Background: an optimization exercise with open tools, aiming at small area, a short achievable clock period and few clock cycles per item. Do not read the settings as production practice.
The RTL was checked by simulation tests, not by an equivalence proof against the original design.

## range_cone_point_generator
module range_cone_point_generator #(
  parameter int MAX_ANGULAR = 8,
  parameter int MAX_AXIAL   = 8
) (
  input  wire logic                      clk,
  input  wire logic                      rst,
  input  wire logic                      psel,
  input  wire logic                      penable,
  input  wire logic                      pwrite,
  input  wire logic [CFG_AW-1:0]         paddr,
  input  wire logic [DATA_W-1:0]         pwdata,
  output logic      [DATA_W-1:0]         prdata,
  output logic                           pready,
  input  wire logic                      in_valid,
  output logic                           in_stall,
  input  wire logic [15:0]               distance,
  input  wire logic [15:0]               lower_bound,
  input  wire logic [15:0]               upper_bound,
  input  wire logic [15:0]               cone_width,
  output logic                           out_valid,
  input  wire logic                      out_stall,
  output logic signed [COORD_W-1:0]      point_x,
  output logic signed [COORD_W-1:0]      point_y,
  output logic signed [COORD_W-1:0]      point_z,
  output logic                           last_point
);
Size in the first run: roughly 5,400 cells after synthesis, ~710 flip-flops, ~190 I/O pins, ~54,000 um2 of cells after synthesis.
Settings: LEC_CHECK=0, ABC_CLOCK_PERIOD_IN_PS=5000, CAP_MARGIN=20, CORE_MARGIN=2, CORE_UTILIZATION=45, CTS_BUF_LIST=sky130_fd_sc_hd__clkbuf_4 sky130_fd_sc_hd__clkbuf_8, SLEW_MARGIN=20; clock period 13.0 ns.
standard.sh (not shown) runs the stock make flow with config.mk's settings and CLKGATE_MAP_FILE= SYNTH_SCRIPT=/design/flow/synth_recipe.tcl, a recipe that flattens the netlist after the stock synthesis.
==> flow/flow/run.sh <==
#!/bin/bash
set -e
export SETUP_SLACK_MARGIN=7.0
bash standard.sh > standard.log 2>&1
Testbench counts at the start, summed over its fixed seeds: cycles 12,380, points 6,594.
Next try:
Settings changed: ABC_CLOCK_PERIOD_IN_PS 5000 to 4500, CORE_UTILIZATION 45 to 60.
What happened: Worst hold slack is better by 0.030 ns; sequential share of layout area rose by 0.72 points; clock-buffer cell count came out higher by 4; cell area decreases by a few percent; critical path depth fell by 2; routed wire length goes down by a few percent; die area shrinks by a quarter to a third; clock skew is higher by 0.0043 ns.
Next try:
Settings changed: ABC_CLOCK_PERIOD_IN_PS 4500 to 5000, CORE_UTILIZATION 60 to 45, CTS_BUF_LIST sky130_fd_sc_hd__clkbuf_4 sky130_fd_sc_hd__clkbuf_8 to default.
=> Wire length came out higher by 5.5%. Clock skew is lower by 0.044 ns. Core utilization goes down by 16 points. Design area is higher by about 2%. Cell count rises by about 6%.

* * *

Setup of run a:
Another version of the RTL of range_cone_point_generator (not shown whole).
Size in the first run: roughly 5,300 cells after synthesis, about 660 flip-flops, about 190 I/O pins, roughly 52,000 µm² of cells after synthesis.
Settings: LEC_CHECK=0, ABC_CLOCK_PERIOD_IN_PS=4500, CAP_MARGIN=20, CORE_MARGIN=2, CORE_UTILIZATION=60, CTS_BUF_LIST=sky130_fd_sc_hd__clkbuf_4 sky130_fd_sc_hd__clkbuf_8, SLEW_MARGIN=20; clock period 13.0 ns.
Scripts as last shown in full above: flow/flow/run.sh
Run a has completed all stages; timing, DRC and antenna checks passed.
Testbench counts of run a, summed over its fixed seeds: cycles 12,380, points 6,594.
Changes in run b relative to run a:
==> flow/config.mk <==
export PLATFORM = sky130hd
export DESIGN_NAME = range_cone_point_generator
export DESIGN_NICKNAME = range_cone_point_generator
export VERILOG_FILES = /design/flow/design.v
export SDC_FILE = /design/flow/constraint.sdc
export NUM_CORES = 4
export LEC_CHECK = 0
export ABC_CLOCK_PERIOD_IN_PS = 5000
export CAP_MARGIN = 20
export CORE_MARGIN = 2
export CORE_UTILIZATION = 45
export SLEW_MARGIN = 20
--- outcome ---
- From run a to run b the numbers moved as follows: summed area of non-filler cells in the final layout grew by 830 µm², overall die area increased about 33%, routed wire length went up.
- Run a has a higher met1 routing resource usage after global routing than run b.
- Initial core utilization on run b is down relative to run a.

* * *

main:
Another version of the RTL of range_cone_point_generator (not shown whole).
Size: ~510 flip-flops, ~190 I/O pins, roughly 0.048 mm² of cells after synthesis.
==> flow/config.mk <==
export PLATFORM = sky130hd
export DESIGN_NAME = range_cone_point_generator
export DESIGN_NICKNAME = range_cone_point_generator
export VERILOG_FILES = /design/flow/design.v
export SDC_FILE = /design/flow/constraint.sdc
export NUM_CORES = 4
export LEC_CHECK = 0
export ABC_CLOCK_PERIOD_IN_PS = 5000
export CAP_MARGIN = 20
export CORE_MARGIN = 2
export CORE_UTILIZATION = 30
export SETUP_SLACK_MARGIN = 5
export SLEW_MARGIN = 20
==> flow/constraint.sdc <==
create_clock -name core_clock -period 13.0 [get_ports {clk}]
set_input_delay 2.6000 -clock core_clock [delete_from_list [all_inputs] [get_ports {clk}]]
set_output_delay 2.6000 -clock core_clock [all_outputs]
set_load 0.01 [all_outputs]
run.sh (not shown) runs the stock make flow with config.mk's settings and CLKGATE_MAP_FILE= SYNTH_SCRIPT=/design/flow/synth_recipe.tcl, a recipe that flattens the netlist after the stock synthesis.
Stock flow here: none of the scripts above is used.
main finished all stages; the layout is clean.
Testbench counts of main, summed over its fixed seeds: cycles 17,607, points 6,594.
Setup changes, main to the feature branch
- SETUP_SLACK_MARGIN: 5 -> unset
==> flow/flow/run.sh (new file) <==
#!/bin/bash
set -e
export SETUP_SLACK_MARGIN=7.5
bash standard.sh > standard.log 2>&1
==> flow/standard.sh (new file) <==
#!/bin/bash
# synth_recipe.tcl (not shown) runs the flow's synth.tcl, then flattens the netlist and writes it again
# the make line also repeats each setting of config.mk as NAME=value (left out here)
make -C /OpenROAD-flow-scripts/flow DESIGN_CONFIG=/design/flow/config.mk WORK_HOME=/design/flow/orfs CLKGATE_MAP_FILE= SYNTH_SCRIPT=/design/flow/synth_recipe.tcl "${@:-finish}"
removed: flow/run.sh
## What came out
Every stage of the flow completed for the feature branch, and the final layout passed the timing, design-rule and antenna checks.
From main to the feature branch the numbers moved as follows: wire length now larger.
Compared with main, the feature branch shows a fraction of layout instances using a drive strength above 1 that is 12 points higher.
Compared with main, the feature branch shows a number of cells in the finished layout apart from fillers that is 265 higher.
The feature branch vs main, met2 track demand over resource in global routing went up by 1.9 points.
The feature branch gives more first-pass GRT wire length than main did.
In the feature branch, the amount of wire on met2 after detailed routing came out 4500 µm above the value in main.

* * *

range_cone_point_generator, a different RTL version from the one above (not shown whole).
Size: ~5400 cells after synthesis, about 690 flip-flops, about 54000 sq um of cells after synthesis.
clock: 13.0 ns
lec_check: 0
abc_clock_period_in_ps: 4500
cap_margin: 20
core_margin: 2
core_utilization: 60
cts_buf_list: sky130_fd_sc_hd__clkbuf_4 sky130_fd_sc_hd__clkbuf_8
slew_margin: 20
standard.sh (not shown) runs the stock make flow with config.mk's settings and CLKGATE_MAP_FILE= SYNTH_SCRIPT=/design/flow/synth_recipe.tcl, a recipe that flattens the netlist after the stock synthesis.
==> flow/flow/run.sh <==
#!/bin/bash
set -e
export SETUP_SLACK_MARGIN=7.0
bash standard.sh > standard.log 2>&1
The baseline produced a clean layout.
Testbench counts at the start, summed over its fixed seeds: cycles 12,380, points 6,594.
Next try:
- ABC_CLOCK_PERIOD_IN_PS: 4500 -> 5000
- CORE_UTILIZATION: 60 -> 45
- CTS_BUF_LIST: sky130_fd_sc_hd__clkbuf_4 sky130_fd_sc_hd__clkbuf_8 -> not set
Result:
- The new run passed the timing, design-rule and antenna checks
- critical path depth goes up by 2
- global-route usage goes down by 8.9 points
- non-clock buffer count stays the same
- count of clock-buffer cells in the layout goes down by 70
- maximum frequency goes up by about 1.4%
- setup slack improved by 0.084 ns
- register-to-register slack improved by 0.03 ns

## afterwards: timing with drivers on the ports
Ports are ideal in the flow. The routed layouts listed here were re-timed in OpenROAD.
Step 1 (the two cells are an assumption about what drives the block):
set clk [get_ports {clk}]
set_driving_cell -lib_cell sky130_fd_sc_hd__clkbuf_16 $clk
set_driving_cell -lib_cell sky130_fd_sc_hd__buf_2 [delete_from_list [all_inputs] $clk]
Step 2, shift: input delay + t, output delay - t, t = (earliest + latest rising clock arrival at the registers) / 2. This alone moves slack from input paths to output paths.
a / b / c = ideal ports / drivers / drivers and shift; a / b = the first two.
| run | shift t [ns] | slack for setup (ns) | worst register clock-pin slew, ns |
|---|---|---|---|
| the first run of note 1 | 0.921 | 6.793 / 6.793 / 6.459 | 0.08 / 0.08 |
| the second run of note 1 | 0.834 | 6.895 / 6.895 / 6.483 | 0.09 / 0.09 |
| the third run of note 1 | 0.732 | 6.841 / 6.841 / 6.718 | 0.07 / 0.07 |
| run a | 0.817 | 7.022 / 6.998 / 6.426 | 0.07 / 0.07 |
| run b | 0.726 | 7.038 / 6.996 / 6.506 | 0.07 / 0.07 |
| main | 0.746 | 5.114 / 5.114 / 5.114 | 0.07 / 0.07 |
| the feature branch | 0.764 | 6.546 / 6.457 / 6.590 | 0.07 / 0.07 |
| the first run of note 4 | 0.855 | 6.934 / 6.877 / 6.543 | 0.07 / 0.07 |
| the second run of note 4 | 0.715 | 7.018 / 6.959 / 6.586 | 0.07 / 0.07 |
After both steps every run listed still meets setup and hold. The setup slack of run a, which loses most, moves by -0.024 ns with the drivers and by -0.596 ns with both steps.
